What follows belongs to an exercise in optimizing a design on an open flow for small area, a short achievable clock period and few clock cycles per item; a production flow would make more cautious choices.
Where RTL was checked, it was by simulation tests only, not by an equivalence proof against the original.
For runs 1 and 2, only the layout was checked, not whether the RTL still works.
Power figures rest on the tool's default switching activity, not on a simulated workload.

==> flow/design.v, too long to show whole: its modules and the start of the top module <==
// module conv_mac: 3410 lines
// module cm_fa: 11 lines
// module cm_pp: 12 lines
// module cm_ppn: 12 lines
// module cm_ha: 10 lines
// module cnn_pool: 334 lines
module cnn_pool
#(
    parameter int IMG_DIM = cnn_geom_pkg::DEF_IMG_DIM
)
(
    input  logic     clk,
    input  logic     reset,
    input  logic     i_start,
    input  wb_bus_pkg::wb_addr_t i_src_base,
    input  wb_bus_pkg::wb_addr_t i_dst_base,
    input  wb_bus_pkg::wb_data_t i_rd_dat,
    input  logic     i_rd_ack,
    input  logic     i_wr_ack,
    output logic     o_rd_cyc,
    output logic     o_rd_stb,
    output wb_bus_pkg::wb_addr_t o_rd_adr,
    output logic     o_wr_cyc,
    output logic     o_wr_stb,
    output logic     o_wr_we,
    output wb_bus_pkg::wb_addr_t o_wr_adr,
    output wb_bus_pkg::wb_data_t o_wr_dat,
    output logic     o_busy,
    output logic     o_done
);
  // ...
==> flow/run.sh <==
#!/bin/bash
# synth_recipe.tcl (not shown) runs the flow's synth.tcl, then flattens the netlist and writes it again
# the make line also repeats each setting of config.mk as NAME=value (left out here)
make -C /OpenROAD-flow-scripts/flow DESIGN_CONFIG=/design/flow/config.mk WORK_HOME=/design/flow/orfs CLKGATE_MAP_FILE= SYNTH_SCRIPT=/design/flow/synth_recipe.tcl finish
==> flow/config.mk <==
export PLATFORM = sky130hd
export DESIGN_NAME = cnn_pool
export DESIGN_NICKNAME = cnn_pool
export VERILOG_FILES = /design/flow/design.v
export SDC_FILE = /design/flow/constraint.sdc
export NUM_CORES = 4
export LEC_CHECK = 0
export CAP_MARGIN = 20
export CORE_MARGIN = 2
export CORE_UTILIZATION = 40
export SETUP_SLACK_MARGIN = 5
export SLEW_MARGIN = 20
export SYNTH_HIERARCHICAL = 1
export SYNTH_MINIMUM_KEEP_SIZE = 0
==> flow/constraint.sdc <==
create_clock -name core_clock -period 9.0 [get_ports {clk}]
set_input_delay 1.8000 -clock core_clock [delete_from_list [all_inputs] [get_ports {clk}]]
set_output_delay 1.8000 -clock core_clock [all_outputs]
set_load 0.01 [all_outputs]
==> metrics.yaml, run 1 <==
synthMuxAreaShare_pct: 2.618
yosys.area_share.simple_pct: 10.99
status: "no timing/DRC/antenna violations"
power.switching_mw: 2.529
wl_per_cell_um: 23.64
grtUsageMet1_pct: 27.81
dp_cells: 3848
ff_latch_area_um2: 17140
intPower_mw: 6.233
vias: 20782
async_reset_ff_share_pct: 0
yosysMostFrequentCell: "nand2_1"
pin_count: 108
syn_inst: 2666
syn_nets: 3344
die_area_um2: 93470
multi_input_area_um2: 18550
rsz0062_at_grt: "no"
wirelength_um: 94270
hold_class: "flip-flop to flip-flop"
met3_length_um: 5833
layout_min_cycle_time_ps: 3697
hold_viol_final: 0
syn_area_um2: 36420
avgSynthCellArea_um2: 13.66
worstHoldPathCells: 0
path_clk_slew_ps: 50
synth_xor_area_share_pct: 1.996
synth_seq_area_share_pct: 47.06
synthTopCellsByArea: "fa_1, edfxtp_1, dfxtp_1, nand2_1, ha_1"
max_freq_mhz: 270.5
layout_commonest_cell: "nand2_1"
combPwrFrac_pct: 22.5
multi_input_area_share_pct: 45.12
pwr-share-clk_pct: 35.1
hold_buffers: 0
clock_buffers: 101
synth_edf_count: 344
finalSetupViolations: 0
dieHeight_um: 305.7
grt_max_degree: 76
grtUsageMet3_pct: 4.187
num_tap_cells: 1176
min_period_over_period_pct: 41.08
vdd_drop_max_mv: 0.1752
==> run 2: changes to the inputs <==
==> flow/flow/run.sh (new file) <==
#!/bin/bash
set -euo pipefail
SETUP_MARGIN=${SETUP_MARGIN:-6}
bash standard.sh \
    "BUFFER_PORTS_ARGS=-buffer_cell sky130_fd_sc_hd__buf_2" \
    "SETUP_SLACK_MARGIN=${SETUP_MARGIN}" \
    finish > flow_make.log 2>&1
==> flow/standard.sh (new file) <==
#!/bin/bash
# synth_recipe.tcl (not shown) runs the flow's synth.tcl, then flattens the netlist and writes it again
# the make line also repeats each setting of config.mk as NAME=value (left out here)
make -C /OpenROAD-flow-scripts/flow DESIGN_CONFIG=/design/flow/config.mk WORK_HOME=/design/flow/orfs CLKGATE_MAP_FILE= SYNTH_SCRIPT=/design/flow/synth_recipe.tcl "${@:-finish}"
removed: flow/run.sh
==> metrics.yaml, run 2 <==
pin_count: 108  # unchanged
critical_path_required_ps: 9520
synth_area_leader_cell: "fa_1"
grt_pass1_vias: 24108
max_freq_mhz: 330.9  # +22%
hold_class: "flip-flop to flip-flop"
r2r_end: "o_rd_stb$_SDFF_PP0_"
yosysUniqueCellTypes: 67
power_density_nw_per_um2: 212.6
detail-route-antenna-nets: 0
intPower_mw: 6.542  # +5.0%
synthTopCellsByArea: "fa_1, edfxtp_1, dfxtp_1, nand2_1, ha_1"
worstRegToRegCells: 14
postPlaceCellArea_um2: 38090
final_cell_mix: "nand2_1, fa_1, edfxtp_1, dfxtp_1, buf_4"
die_x_um: 305.7
syn_area_um2: 36420  # unchanged
vias: 21981  # +5.8%
finClkSkew_ps: 26.08
vdd_drop_max_mv: 0.1426  # -19%
cts_tree: "yes"
yosysWarnings: 11
slowest_stage: "dfxtp_4"
route.detailed.drc: 0
layout.nets: 3605
clock_latency_ps: 640
cp.depth: 14
critPathKind: "flip-flop to flip-flop"
synth_top_flop_cell: "edfxtp_1"
instances_no_fill: 4168
status: "no timing/DRC/antenna violations"
combPwrFrac_pct: 22.7  # +0.2 points
critPathLaunchType: "flip-flop"
crit_chain: "inv_4 -> ha_4 -> mux2i_4 -> ha_4 -> a21oi_1 -> xnor2_1 -> ha_1 -> xnor2_1 -> ha_1 -> o21ai_2 -> a21oi_2 -> nor4_2 -> nand2_1 -> a31o_2"
p_leak_nw: 14.71
drt-initial-drc-count: 1948
pwr-share-seq_pct: 40.7
startpoint: "rq[0]$_SDFFE_PP0P_"
antenna_found_initial: 2
drive_gt1_share_pct: 21.86
numClockSinks: 684
rsz0062_at_grt: "yes"
dp_hpwl_um: 73740
largest_register: "lbuf"
first_pass_iters: 6
ys_seq_elements: 684
area_growth_pct: 18.21
crit_fanout: 5
avgSynthCellArea_um2: 13.66  # unchanged
finalSetupViolations: 0  # unchanged
synth_edf_count: 344  # unchanged
floorplan.initialDensity_pct: 40.40
yosysMostFrequentCell: "nand2_1"
synth_seq_area_share_pct: 47.06  # unchanged
grt-ovfl-total: 0
wl_per_cell_um: 23.72  # +0.36%
hold_viol_final: 0  # unchanged
largest_registers: "lbuf (144), u_mac.cut1_q (125)"
arrival_ps: 3540
dp_cells: 3844  # -0.10%
power.switching_mw: 2.609  # +3.1%
clock_path_buffers: 3
maxCapViolations: 0
antenna_cells: 0
viasPerCell: 5.274
synth_common_cells: "nand2_1, fa_1, edfxtp_1"
tns_ps: 0
grt_pass1_wl_um: 147600
r2r_slack_ps: 5980
crit_buf_inv: 1
crit_path_end: "o_rd_stb$_SDFF_PP0_"
r2r-start: "rq[0]$_SDFFE_PP0P_"
syn_inst: 2666  # unchanged
min_period_over_period_pct: 33.58  # -7.5 points
timing.final.max_slew_violations: 0
path_clk_slew_ps: 60  # about the same
syn_nets: 3344  # unchanged
die_area_um2: 93470  # unchanged
cts_root_buffer: "clkbuf_16"
coreArea_um2: 90150
dieHeight_um: 305.7  # unchanged
cts_buffers: 77
largest_reg_flops: 144
layout_commonest_cell: "nand2_1"
layout_min_cycle_time_ps: 3022  # -675.7 ps
tightest_slew_ps: 1163
relSlewSlack_pct: 22.33
wirelength_um: 98880  # +4.9%
critPathTopFamily: "adder cells"
hold_slack_ps: 325.7
yosysTopAreaCellShare_pct: 30.07
critical_path.max_stage_delay_ps: 390
io_buffers: 99
grt_max_degree: 85  # +12%
total_power_mw: 9.151
rows: 110
fillers: 7787
end_kind: "flip-flop"
grt_usage_pct: 21.21
htree_levels: 3
p_sw_share_pct: 28.51
async_reset_ff_share_pct: 0  # unchanged
final_area_um2: 43050
gp_congestion: 0.9401
pwr-share-clk_pct: 36.6  # +1.5 points
[run 2: cell counts after synthesis]
No cell type changed its count.
[run 2: layout make-up]
| cell class | instances | area, um^2 | share of cell area, % |
|---|---|---|---|
| clock inverter | 44 | 548.0 | 1.273 |
| sequential | 684 | 17260 | 40.09 |
| tap | 1176 | 1471 | 3.418 |
| multi-input combinational | 1787 | 19070 | 44.30 |
| timing repair buffer | 286 | 2177 | 5.057 |
| clock buffer | 100 | 2181 | 5.066 |
| inverter | 91 | 344.1 | 0.7993 |
[run 2: cells by family (layout without fill, tap and decap cells)]
family	Yosys count	after routing	share of synthesized area, %
DFF	684	684	47.06
muxes	53	53	2.618
xor gates and xnor gates	83	83	1.996
AOI/OAI and AO/OA	132	135	2.470
buffers and inverters	198	521	2.116
and+or+nand+nor	891	891	10.99
adders and majority gates	625	625	32.75
[run 2: power groups by stage]
| stage | Combinational (mW) | Sequential (mW) | Clock, mW |
|---|---|---|---|
| 2_1_floorplan | 1.41 | 3.75 | 0 |
| 3_3_place_gp | 1.88 | 3.79 | 0 |
| 3_5_place_dp | 1.93 | 3.80 | 0 |
| 4_1_cts | 2.05 | 3.72 | 3.43 |
| 5_1_grt | 2.34 | 3.74 | 3.54 |
| 6_report | 2.08 | 3.72 | 3.35 |
[run 2: worst min path at each step]
stage / slack (ps) / cells past startpoint / endpoint / startpoint
global placement: 310 / 0 / s_ctr[0]$_DFF_P_ / u_ctr[0]$_DFF_P_
global route: 340 / 0 / s_ctr[3]$_DFF_P_ / u_ctr[3]$_DFF_P_
detailed placement: 310 / 0 / u_ctr[0]$_DFF_P_ / t_ctr[0]$_DFF_P_
CTS: 330 / 0 / u_mac.cut2_q[6]$_DFF_P_ / u_mac.cut1_q[8]$_DFF_P_
finish: 330 / 0 / u_mac.cut2_q[6]$_DFF_P_ / u_mac.cut1_q[8]$_DFF_P_
floorplan: 310 / 0 / s_ctr[0]$_DFF_P_ / u_ctr[0]$_DFF_P_
[run 2: Yosys stat by module, one instance, submodules excluded]
module,cells,flip-flops and latches,copies in the design,cell area [um^2]
cnn_pool,1123,516,1,18210
cm_fa,1,0,546,20.02
cm_ha,1,0,21,12.51
conv_mac,976,168,1,7015
[run 2: per-stage QoR]
stage	utilization [%]	setup slack, ps
floorplan	-	6016
global placement	42.25	5391
detailed placement	42.25	5351
CTS	47.02	5948
global route	47.75	5830
finish	47.75	5978
[run 2: metal layers]
metal  global-route usage (%)  wire length [um]  vias up
li1                         -                 -     9341
met1                    27.95             41040    11436
met2                    35.09             47360      905
met3                    4.236              6845      299
met4                    7.240              3632        0
met5                        0                 0        -
[run 2: timing repair]
| item | 4_1_cts | 5_1_grt |
|---|---|---|
| endpoints found under the setup margin | 231 | 245 |
| setup buffers | 137 | 40 |
| gates resized for setup | 98 | 122 |
| cloned | 2 | 1 |
| pin swaps | 34 | 68 |
| hold buffers | 0 | 0 |
==> module cnn_pool, before the edit <==
module cnn_pool
#(
    parameter int IMG_DIM = cnn_geom_pkg::DEF_IMG_DIM
)
(
    input  logic     clk,
    input  logic     reset,
    input  logic     i_start,
    input  wb_bus_pkg::wb_addr_t i_src_base,
    input  wb_bus_pkg::wb_addr_t i_dst_base,
    input  wb_bus_pkg::wb_data_t i_rd_dat,
    input  logic     i_rd_ack,
    input  logic     i_wr_ack,
    output logic     o_rd_cyc,
    output logic     o_rd_stb,
    output wb_bus_pkg::wb_addr_t o_rd_adr,
    output logic     o_wr_cyc,
    output logic     o_wr_stb,
    output logic     o_wr_we,
    output wb_bus_pkg::wb_addr_t o_wr_adr,
    output wb_bus_pkg::wb_data_t o_wr_dat,
    output logic     o_busy,
    output logic     o_done
);
    localparam int NTAP = cnn_geom_pkg::KERNEL_TAPS;
    localparam int LB   = 18;                 
    logic        job_go;
    logic        idle;                        
    logic        clr;
    logic        rd_take;
    logic        wr_take;
    logic [6:0]  rq;                          
    logic [6:0]  rq_eval;
    logic [5:0]  rq_ctr;                      
    logic [4:0]  rq_need;
    logic        rq_ok;
    logic [7:0]  d_in;
    logic        v_in;
    logic [6:0]  wc;                          
    logic [7:0]  wgt [NTAP];
    logic [7:0]  lbuf [LB];
    logic [6:0]  stp;                         
    logic [6:0]  stp_nxt;
    logic        step;
    logic        shift;
    logic [NTAP-1:0]   msk_nxt;               
    logic [7:0]  wm [NTAP];                   
    logic        ph9;                         
    logic        ph18;                        
    logic        fl;                          
    logic [8*NTAP-1:0] win_w;
    logic [8*NTAP-1:0] win_p;
    logic        t_val;
    logic [5:0]  t_ctr;
    logic        u_val;
    logic [5:0]  u_ctr;
    cnn_geom_pkg::acc_t sum;
    logic        s_val;
    logic [5:0]  s_ctr;
    cnn_geom_pkg::acc_t s_sum;
    logic [15:0] clip;
    logic [15:0] pmax [4];
    logic [15:0] pm_cur;
    logic [15:0] pm_q;
    logic        same_q;
    logic [15:0] cur;
    logic [15:0] run_nxt;
    logic        s_gt;
    logic [4:0]  n_done;                      
    logic [4:0]  n_taken;                     
    assign job_go  = i_start && !o_busy;
    assign clr     = reset || o_done;
    assign rd_take = o_rd_stb && i_rd_ack;
    assign wr_take = o_wr_stb && i_wr_ack;
    assign o_rd_cyc = o_rd_stb;
    assign o_wr_cyc = o_wr_stb;
    assign o_wr_we  = o_wr_stb;
    always_ff @(posedge clk)
    begin
        if (reset)
        begin
            o_busy <= 1'b0;
            idle   <= 1'b1;
        end
        else if (job_go)
        begin
            o_busy <= 1'b1;
            idle   <= 1'b0;
        end
        else if (o_done)
        begin
            o_busy <= 1'b0;
            idle   <= 1'b1;
        end
    end
    assign rq_eval = o_rd_stb ? rq + 7'd1 : rq;
    assign rq_ctr  = 6'(rq_eval - 7'd18);
    assign rq_need = {1'b0, rq_ctr[5:4] - 2'd1, rq_ctr[2:1]} + 5'd1;
    assign rq_ok   = (rq_eval < 7'd34) || rq_ctr[3] || (n_taken >= rq_need);
    always_ff @(posedge clk)
    begin
        if (reset)
        begin
            o_rd_stb <= 1'b0;
        end
        else if (job_go)
        begin
            o_rd_stb <= 1'b1;
        end
        else if (o_rd_stb)
        begin
            if (i_rd_ack)
            begin
                o_rd_stb <= (rq != 7'd72) && rq_ok;
            end
        end
        else if (o_busy && rq <= 7'd72)
        begin
            o_rd_stb <= rq_ok;
        end
    end
    always_ff @(posedge clk)
    begin
        if (clr)
        begin
            rq <= '0;
        end
        else if (rd_take)
        begin
            rq <= rq + 7'd1;
        end
    end
    always_ff @(posedge clk)
    begin
        if (idle)
        begin
            o_rd_adr <= i_src_base;
        end
        else if (rd_take)
        begin
            o_rd_adr <= o_rd_adr + 16'd1;
        end
    end
    always_ff @(posedge clk)
    begin
        d_in <= i_rd_dat[7:0];
        if (reset)
        begin
            v_in <= 1'b0;
        end
        else
        begin
            v_in <= rd_take;
        end
    end
    assign step    = (v_in && ph18) || fl;
    assign shift   = (v_in && ph9) || fl;
    assign stp_nxt = step ? stp + 7'd1 : stp;
    always_ff @(posedge clk)
    begin
        if (clr)
        begin
            wc   <= '0;
            ph9  <= 1'b0;
            ph18 <= 1'b0;
            fl   <= 1'b0;
        end
        else
        begin
            if (v_in)
            begin
                wc <= wc + 7'd1;
                if (wc == 7'd8)
                begin
                    ph9 <= 1'b1;
                end
                if (wc == 7'd17)
                begin
                    ph18 <= 1'b1;
                end
            end
            if (v_in && wc == 7'd72)
            begin
                fl <= 1'b1;
            end
            else if (stp == 7'd63)
            begin
                fl <= 1'b0;
            end
        end
        if (clr)
        begin
            stp <= '0;
        end
        else
        begin
            stp <= stp_nxt;
        end
    end
    always_comb
    begin
        logic top, bot, lft, rgt;
        top = (stp_nxt[5:3] == 3'd0);
        bot = (stp_nxt[5:3] == 3'd7);
        lft = (stp_nxt[2:0] == 3'd0);
        rgt = (stp_nxt[2:0] == 3'd7);
        msk_nxt = {!(bot || rgt), !bot, !(bot || lft),
                   !rgt,          1'b1, !lft,
                   !(top || rgt), !top, !(top || lft)};
    end
    always_ff @(posedge clk)
    begin
        for (int k = 0; k < NTAP; k++)
        begin
            if (v_in && wc == 7'(k))
            begin
                wgt[k] <= d_in;
            end
            wm[k] <= wgt[k] & {8{msk_nxt[k]}};
        end
        if (shift)
        begin
            lbuf[0] <= d_in;
            for (int k = 1; k < LB; k++)
            begin
                lbuf[k] <= lbuf[k-1];
            end
        end
    end
    always_comb
    begin
        for (int k = 0; k < NTAP; k++)
        begin
            win_w[8*k +: 8] = wm[k];
        end
        win_p = {d_in, lbuf[0], lbuf[1], lbuf[7], lbuf[8], lbuf[9], lbuf[15], lbuf[16], lbuf[17]};
    end
    conv_mac u_mac (
        .clk   (clk),
        .i_w   (win_w),
        .i_p   (win_p),
        .o_sum (sum)
    );
    always_ff @(posedge clk)
    begin
        if (clr)
        begin
            t_val <= 1'b0;
            u_val <= 1'b0;
            s_val <= 1'b0;
        end
        else
        begin
            t_val <= step;
            u_val <= t_val;
            s_val <= u_val;
        end
        t_ctr <= stp[5:0];
        u_ctr <= t_ctr;
        s_ctr <= u_ctr;
        s_sum <= sum;
    end
    assign clip    = s_sum[19] ? 16'd0 : (|s_sum[18:16]) ? 16'hffff : s_sum[15:0];
    assign pm_cur  = same_q ? cur : pm_q;
    assign s_gt    = !s_sum[19] && ((|s_sum[18:16]) || (s_sum[15:0] > pm_cur));
    assign run_nxt = ((!s_ctr[3] && !s_ctr[0]) || s_gt) ? clip : pm_cur;
    always_ff @(posedge clk)
    begin
        pm_q   <= pmax[u_ctr[2:1]];
        same_q <= s_val && (u_ctr[2:1] == s_ctr[2:1]);
        if (s_val)
        begin
            cur               <= run_nxt;
            pmax[s_ctr[2:1]]  <= run_nxt;
        end
    end
    always_ff @(posedge clk)
    begin
        if (clr)
        begin
            n_done <= '0;
        end
        else if (s_val && s_ctr[3] && s_ctr[0])
        begin
            n_done <= n_done + 5'd1;
        end
    end
    always_ff @(posedge clk)
    begin
        if (reset)
        begin
            o_wr_stb <= 1'b0;
            o_done   <= 1'b0;
        end
        else
        begin
            o_done <= wr_take && (n_taken == 5'd16);
            if ((!o_wr_stb || i_wr_ack) && (n_done != n_taken))
            begin
                o_wr_stb <= 1'b1;
            end
            else if (i_wr_ack)
            begin
                o_wr_stb <= 1'b0;
            end
        end
    end
    always_ff @(posedge clk)
    begin
        if (clr)
        begin
            n_taken <= '0;
        end
        else if ((!o_wr_stb || i_wr_ack) && (n_done != n_taken))
        begin
            n_taken <= n_taken + 5'd1;
        end
    end
    always_ff @(posedge clk)
    begin
        if ((!o_wr_stb || i_wr_ack) && (n_done != n_taken))
        begin
            o_wr_dat <= pmax[n_taken[1:0]];
        end
        if (idle)
        begin
            o_wr_adr <= i_dst_base;
        end
        else if (wr_take)
        begin
            o_wr_adr <= o_wr_adr + 16'd1;
        end
    end
endmodule
==> run 3: changes to the inputs <==
--- a/flow/design.v
+++ b/flow/design.v
@@ -3500,9 +3500,7 @@
     logic        rd_take;
     logic        wr_take;
     logic [6:0]  rq;                          
-    logic [6:0]  rq_eval;
-    logic [5:0]  rq_ctr;                      
-    logic [4:0]  rq_need;
+    logic [6:0]  rq_lim;                      
     logic        rq_ok;
     logic [7:0]  d_in;
     logic        v_in;
@@ -3538,6 +3536,9 @@
     logic        s_gt;
     logic [4:0]  n_done;                      
     logic [4:0]  n_taken;                     
+    logic        fin_now;
+    logic        avail;
+    logic        wr_load;
     assign job_go  = i_start && !o_busy;
     assign clr     = reset || o_done;
     assign rd_take = o_rd_stb && i_rd_ack;
@@ -3563,10 +3564,9 @@
             idle   <= 1'b1;
         end
     end
-    assign rq_eval = o_rd_stb ? rq + 7'd1 : rq;
-    assign rq_ctr  = 6'(rq_eval - 7'd18);
-    assign rq_need = {1'b0, rq_ctr[5:4] - 2'd1, rq_ctr[2:1]} + 5'd1;
-    assign rq_ok   = (rq_eval < 7'd34) || rq_ctr[3] || (n_taken >= rq_need);
+    assign rq_lim  = (n_taken >= 5'd12) ? 7'd127
+                   : 7'd33 + {1'b0, n_taken[3:2], 4'd0} + {4'd0, n_taken[1:0], 1'b0};
+    assign rq_ok   = o_rd_stb ? (rq < rq_lim) : (rq <= rq_lim);
     always_ff @(posedge clk)
     begin
         if (reset)
@@ -3750,11 +3750,14 @@
         begin
             n_done <= '0;
         end
-        else if (s_val && s_ctr[3] && s_ctr[0])
+        else if (fin_now)
         begin
             n_done <= n_done + 5'd1;
         end
     end
+    assign fin_now = s_val && s_ctr[3] && s_ctr[0];
+    assign avail   = (n_done != n_taken);
+    assign wr_load = (!o_wr_stb || i_wr_ack) && (avail || fin_now);
     always_ff @(posedge clk)
     begin
         if (reset)
@@ -3765,7 +3768,7 @@
         else
         begin
             o_done <= wr_take && (n_taken == 5'd16);
-            if ((!o_wr_stb || i_wr_ack) && (n_done != n_taken))
+            if (wr_load)
             begin
                 o_wr_stb <= 1'b1;
             end
@@ -3781,16 +3784,16 @@
         begin
             n_taken <= '0;
         end
-        else if ((!o_wr_stb || i_wr_ack) && (n_done != n_taken))
+        else if (wr_load)
         begin
             n_taken <= n_taken + 5'd1;
         end
     end
     always_ff @(posedge clk)
     begin
-        if ((!o_wr_stb || i_wr_ack) && (n_done != n_taken))
+        if (wr_load)
         begin
-            o_wr_dat <= pmax[n_taken[1:0]];
+            o_wr_dat <= avail ? pmax[n_taken[1:0]] : run_nxt;
         end
         if (idle)
         begin
==> metrics.yaml, run 3 <==
dp_hpwl_um: 74670  # +1.3%
power.switching_mw: 2.723  # +4.4%
finalSetupViolations: 0  # unchanged
numClockSinks: 686  # +0.29%
status: "no timing/DRC/antenna violations"
crit_chain: "nand2_1 -> fa_1 -> fa_1 -> fa_1 -> fa_1"
ys_seq_elements: 686  # +0.29%
arrival_ps: 3510  # -30 ps
synth_common_cells: "nand2_1, fa_1, edfxtp_1"
final_cell_mix: "nand2_1, fa_1, edfxtp_1, dfxtp_1, buf_4"
min_period_over_period_pct: 33.59  # about the same
hold_buffers: 0  # unchanged
antenna_cells: 0  # unchanged
critPathLaunchType: "flip-flop"
synthTopCellsByArea: "fa_1, edfxtp_1, dfxtp_1, nand2_1, ha_1"
timing.final.max_slew_violations: 0  # unchanged
io_buffers: 99  # unchanged
cts_tree: "yes"
async_reset_ff_share_pct: 0  # unchanged
htree_levels: 3  # unchanged
r2r-start: "lbuf[1][5]$_DFFE_PP_"
critPathTopFamily: "adder cells"
cts_root_buffer: "clkbuf_16"
slowest_stage: "fa_1"
grt-ovfl-total: 0  # unchanged
clock_path_buffers: 3  # unchanged
hold_slack_ps: 325.5  # -0.1810 ps
utilization_pct: 47.78  # about the same
fillers: 7957  # +2.2%
path_clk_slew_ps: 60  # about the same
worstRegToRegCells: 5  # -9
worstHoldStart: "u_mac.cut1_q[0]$_DFF_P_"
fin_ws_ps: 5977  # -1.580 ps
pwr-share-seq_pct: 39.5  # -1.2 points
largest_registers: "lbuf (144), u_mac.cut1_q (125)"
grt_pass1_vias: 24511  # +1.7%
dieHeight_um: 307.4  # +0.53%
wirelength_um: 97870  # -1.0%
yosysUniqueCellTypes: 67  # unchanged
cts_buffers: 77  # unchanged
critical_path.max_stage_delay_ps: 590  # +200 ps
tightest_slew_ps: 1144  # -19.23 ps
grt_usage_pct: 20.97  # -0.24 points
vias: 22038  # +0.26%
yosysTopAreaCellShare_pct: 29.75  # -0.32 points
layout_commonest_cell: "nand2_1"
first_pass_iters: 6  # unchanged
crit_top_cell: "fa_1"
drt-initial-drc-count: 1685  # -14%
synth_seq_area_share_pct: 46.66  # -0.40 points
maxCapViolations: 0  # unchanged
crit_buf_inv: 0  # -1
worstHoldPathCells: 0  # unchanged
tns_ps: 0  # unchanged
grt_busiest_layer: "met2"
combPwrFrac_pct: 24.2  # +1.5 points
pin_count: 108  # unchanged
yosysMostFrequentCell: "nand2_1"
p_sw_share_pct: 29.15  # +0.65 points
die_x_um: 307.4  # +0.53%
wl_per_cell_um: 23.17  # -2.3%
detail-route-antenna-nets: 0  # unchanged
floorplan.initialDensity_pct: 40.28  # -0.11 points
route.detailed.drc: 0  # unchanged
grtUsageMet2_pct: 34.48  # -0.61 points
grt_max_degree: 79  # -7.1%
drive_gt1_share_pct: 20.97  # -0.89 points
dpl_worst_slack_ps: 4577  # -774.0 ps
avgSynthCellArea_um2: 13.50  # -1.1%
critical_path_required_ps: 9480  # -40 ps
synth_edf_count: 344  # unchanged
vdd_drop_max_mv: 0.1692  # +19%
crit_fanout: 8  # +3
grtUsageMet1_pct: 27.92  # -0.033 points
max_freq_mhz: 330.8  # about the same
rows: 111  # +0.91%
layout.nets: 3650  # +1.2%
viasPerCell: 5.217  # -1.1%
rsz0062_at_grt: "yes"
hold_path_end: "u_mac.cut2_q[0]$_DFF_P_"
synth_top_flop_cell: "edfxtp_1"
finClkSkew_ps: 29.42  # +3.340 ps
yosysWarnings: 11  # unchanged
r2r_slack_ps: 5980  # about the same
r2r_end: "u_mac.cut1_q[30]$_DFF_P_"
hold_class: "flip-flop to flip-flop"
syn_inst: 2726  # +2.3%
critPathKind: "flip-flop to flip-flop"
p_leak_nw: 14.90  # +1.3%
antenna_found_initial: 3  # +1
gp_congestion: 0.9568  # +1.8%
layout_min_cycle_time_ps: 3023  # +1.580 ps
relSlewSlack_pct: 23.62  # +1.3 points
end_kind: "flip-flop"
area_growth_pct: 18.61
coreArea_um2: 91390  # +1.4%
clock_latency_ps: 650  # about the same
power_density_nw_per_um2: 213.9  # +0.63%
die_area_um2: 94470  # +1.1%
syn_nets: 3402  # +1.7%
hold_viol_final: 0  # unchanged
largest_reg_flops: 144  # unchanged
synth_area_leader_cell: "fa_1"
grtUsageMet3_pct: 3.998  # -0.24 points
pwr-share-clk_pct: 36.3  # -0.3 points
largest_register: "lbuf"
grt_pass1_wl_um: 147400  # -0.14%
intPower_mw: 6.617  # +1.1%
syn_area_um2: 36810  # +1.1%
[run 3: cell types whose count changed after synthesis, sizes merged, moves of 12 or more]
| cell | previous run | this run |
|---|---|---|
| a221o | 17 | 0 |
| mux2 | 18 | 2 |
| mux2i | 3 | 34 |
| nand2 | 572 | 584 |
| nor2 | 65 | 89 |
| o21bai | 0 | 16 |
| o311ai | 0 | 17 |
[run 3: cells by family after synthesis]
logic type	count (synthesis)	share of synthesized area, %
AND/OR/NAND/NOR	916	10.96
flip-flops	686	46.66
adder cells (fa/ha/maj)	623	32.33
buffers and inverters	197	2.138
AO/OA/AOI/OAI	163	3.232
XOR/XNOR	73	1.737
multiplexers	68	2.943
[run 3: worst max path at each step]
stage | cells after the start | slack (ps) | startpoint | end
global route | 11 | 5910 | same_q$_DFF_P_ | pmax[0][6]$_DFFE_PP_
finish | 5 | 5980 | lbuf[1][5]$_DFFE_PP_ | u_mac.cut1_q[30]$_DFF_P_
detailed placement | 10 | 4580 | same_q$_DFF_P_ | pmax[3][13]$_DFFE_PP_
floorplan | 12 | 6000 | same_q$_DFF_P_ | cur[15]$_DFFE_PP_
CTS | 1 | 5930 | o_rd_adr[8]$_DFFE_PP_ | o_rd_adr[8]
global placement | 10 | 4660 | same_q$_DFF_P_ | pmax[2][9]$_DFFE_PP_
[run 3: power by group through the flow]
stage / clock network, mW / logic, mW / registers (mW)
2_1_floorplan: 0 / 1.50 / 3.73
3_3_place_gp: 0 / 2.07 / 3.76
3_5_place_dp: 0 / 2.10 / 3.77
4_1_cts: 3.47 / 2.19 / 3.69
5_1_grt: 3.59 / 2.53 / 3.71
6_report: 3.39 / 2.26 / 3.69
[run 3: routing by layer]
metal / wire [um] / share of wire [%]
met1: 41850 / 43
met2: 46790 / 48
met3: 5932 / 6.1
met4: 3299 / 3.4
met5: 0 / 0
[run 3: repair_timing]
action,CTS,global route
buffers inserted,119,46
endpoints found under the setup margin,235,237
resized for setup,117,116
pin swaps,10,22
cloned,1,3
[run 3: modules after synthesis (local to each module, per instance)]
module | times used | cell area, um^2
cm_fa | 546 | 20.02
conv_mac | 1 | 6958
cnn_pool | 1 | 18660
cm_ha | 21 | 12.51
[run 3: worst register-to-register path: stages (launching register included)]
cell and delay, ps:
edfxtp_1 560, nand2_1 170, fa_1 540, fa_1 530
fa_1 590, fa_1 490
[run 3: metrics by stage]
| step | instance area, um^2 | cells | power, mW |
|---|---|---|---|
| 2_1_floorplan | 36840 | 2726 | 5.226 |
| 3_3_place_gp | 38470 | 3909 | 5.824 |
| 3_5_place_dp | 38490 | 3911 | 5.866 |
| 4_1_cts | 42700 | 4174 | 9.342 |
| 5_1_grt | 43660 | 4224 | 9.830 |
| 6_report | 43660 | 4224 | 9.339 |
[run 3: cell type report]
class                   count  area [um^2]  share of cell area, %
clock buffers             100         2210                  5.061
repair buffers            285         2190                  5.015
clock inverters            43        570.5                  1.307
inverters                  81        304.0                 0.6964
multi-input cells        1843        19640                  44.97
flip-flops and latches    686        17270                  39.55
well taps                1186         1484                  3.399
Testbench counts of run 3, summed over its fixed seeds: cycles 8,544, jobs 96.

## static timing again, ports no longer ideal
In the flow no input, the clock included, has a driving cell. The finished layouts below were timed again as built, in two steps. Step 1: set_driving_cell puts a clkbuf_16 on clk and a buf_2 on each other input, an assumption about the parent block. Step 2 also shifts input and output timing later by t, the mid clock arrival at the registers, as if the neighbouring blocks saw the same clock. a / b / c = ideal ports / drivers / drivers and shift; a / b = the first two.
run | t (ns) | setup slack, ns | hold WS [ns] | clock arrival spread, ns | pins driven straight from the clock port
run 1 | 0.699 | 5.303 / 5.251 / 5.046 | 0.325 / 0.325 / 0.325 | 0.029 / 0.030 | 1
run 2 | 0.694 | 5.978 / 5.925 / 5.503 | 0.326 / 0.326 / 0.326 | 0.027 / 0.027 | 1
run 3 | 0.702 | 5.977 / 5.911 / 5.629 | 0.326 / 0.326 / 0.326 | 0.031 / 0.031 | 1
After both steps every run listed still meets setup and hold. For run 2, which loses most, drivers alone change the setup slack by -0.053 ns; drivers and shift together by -0.475 ns.
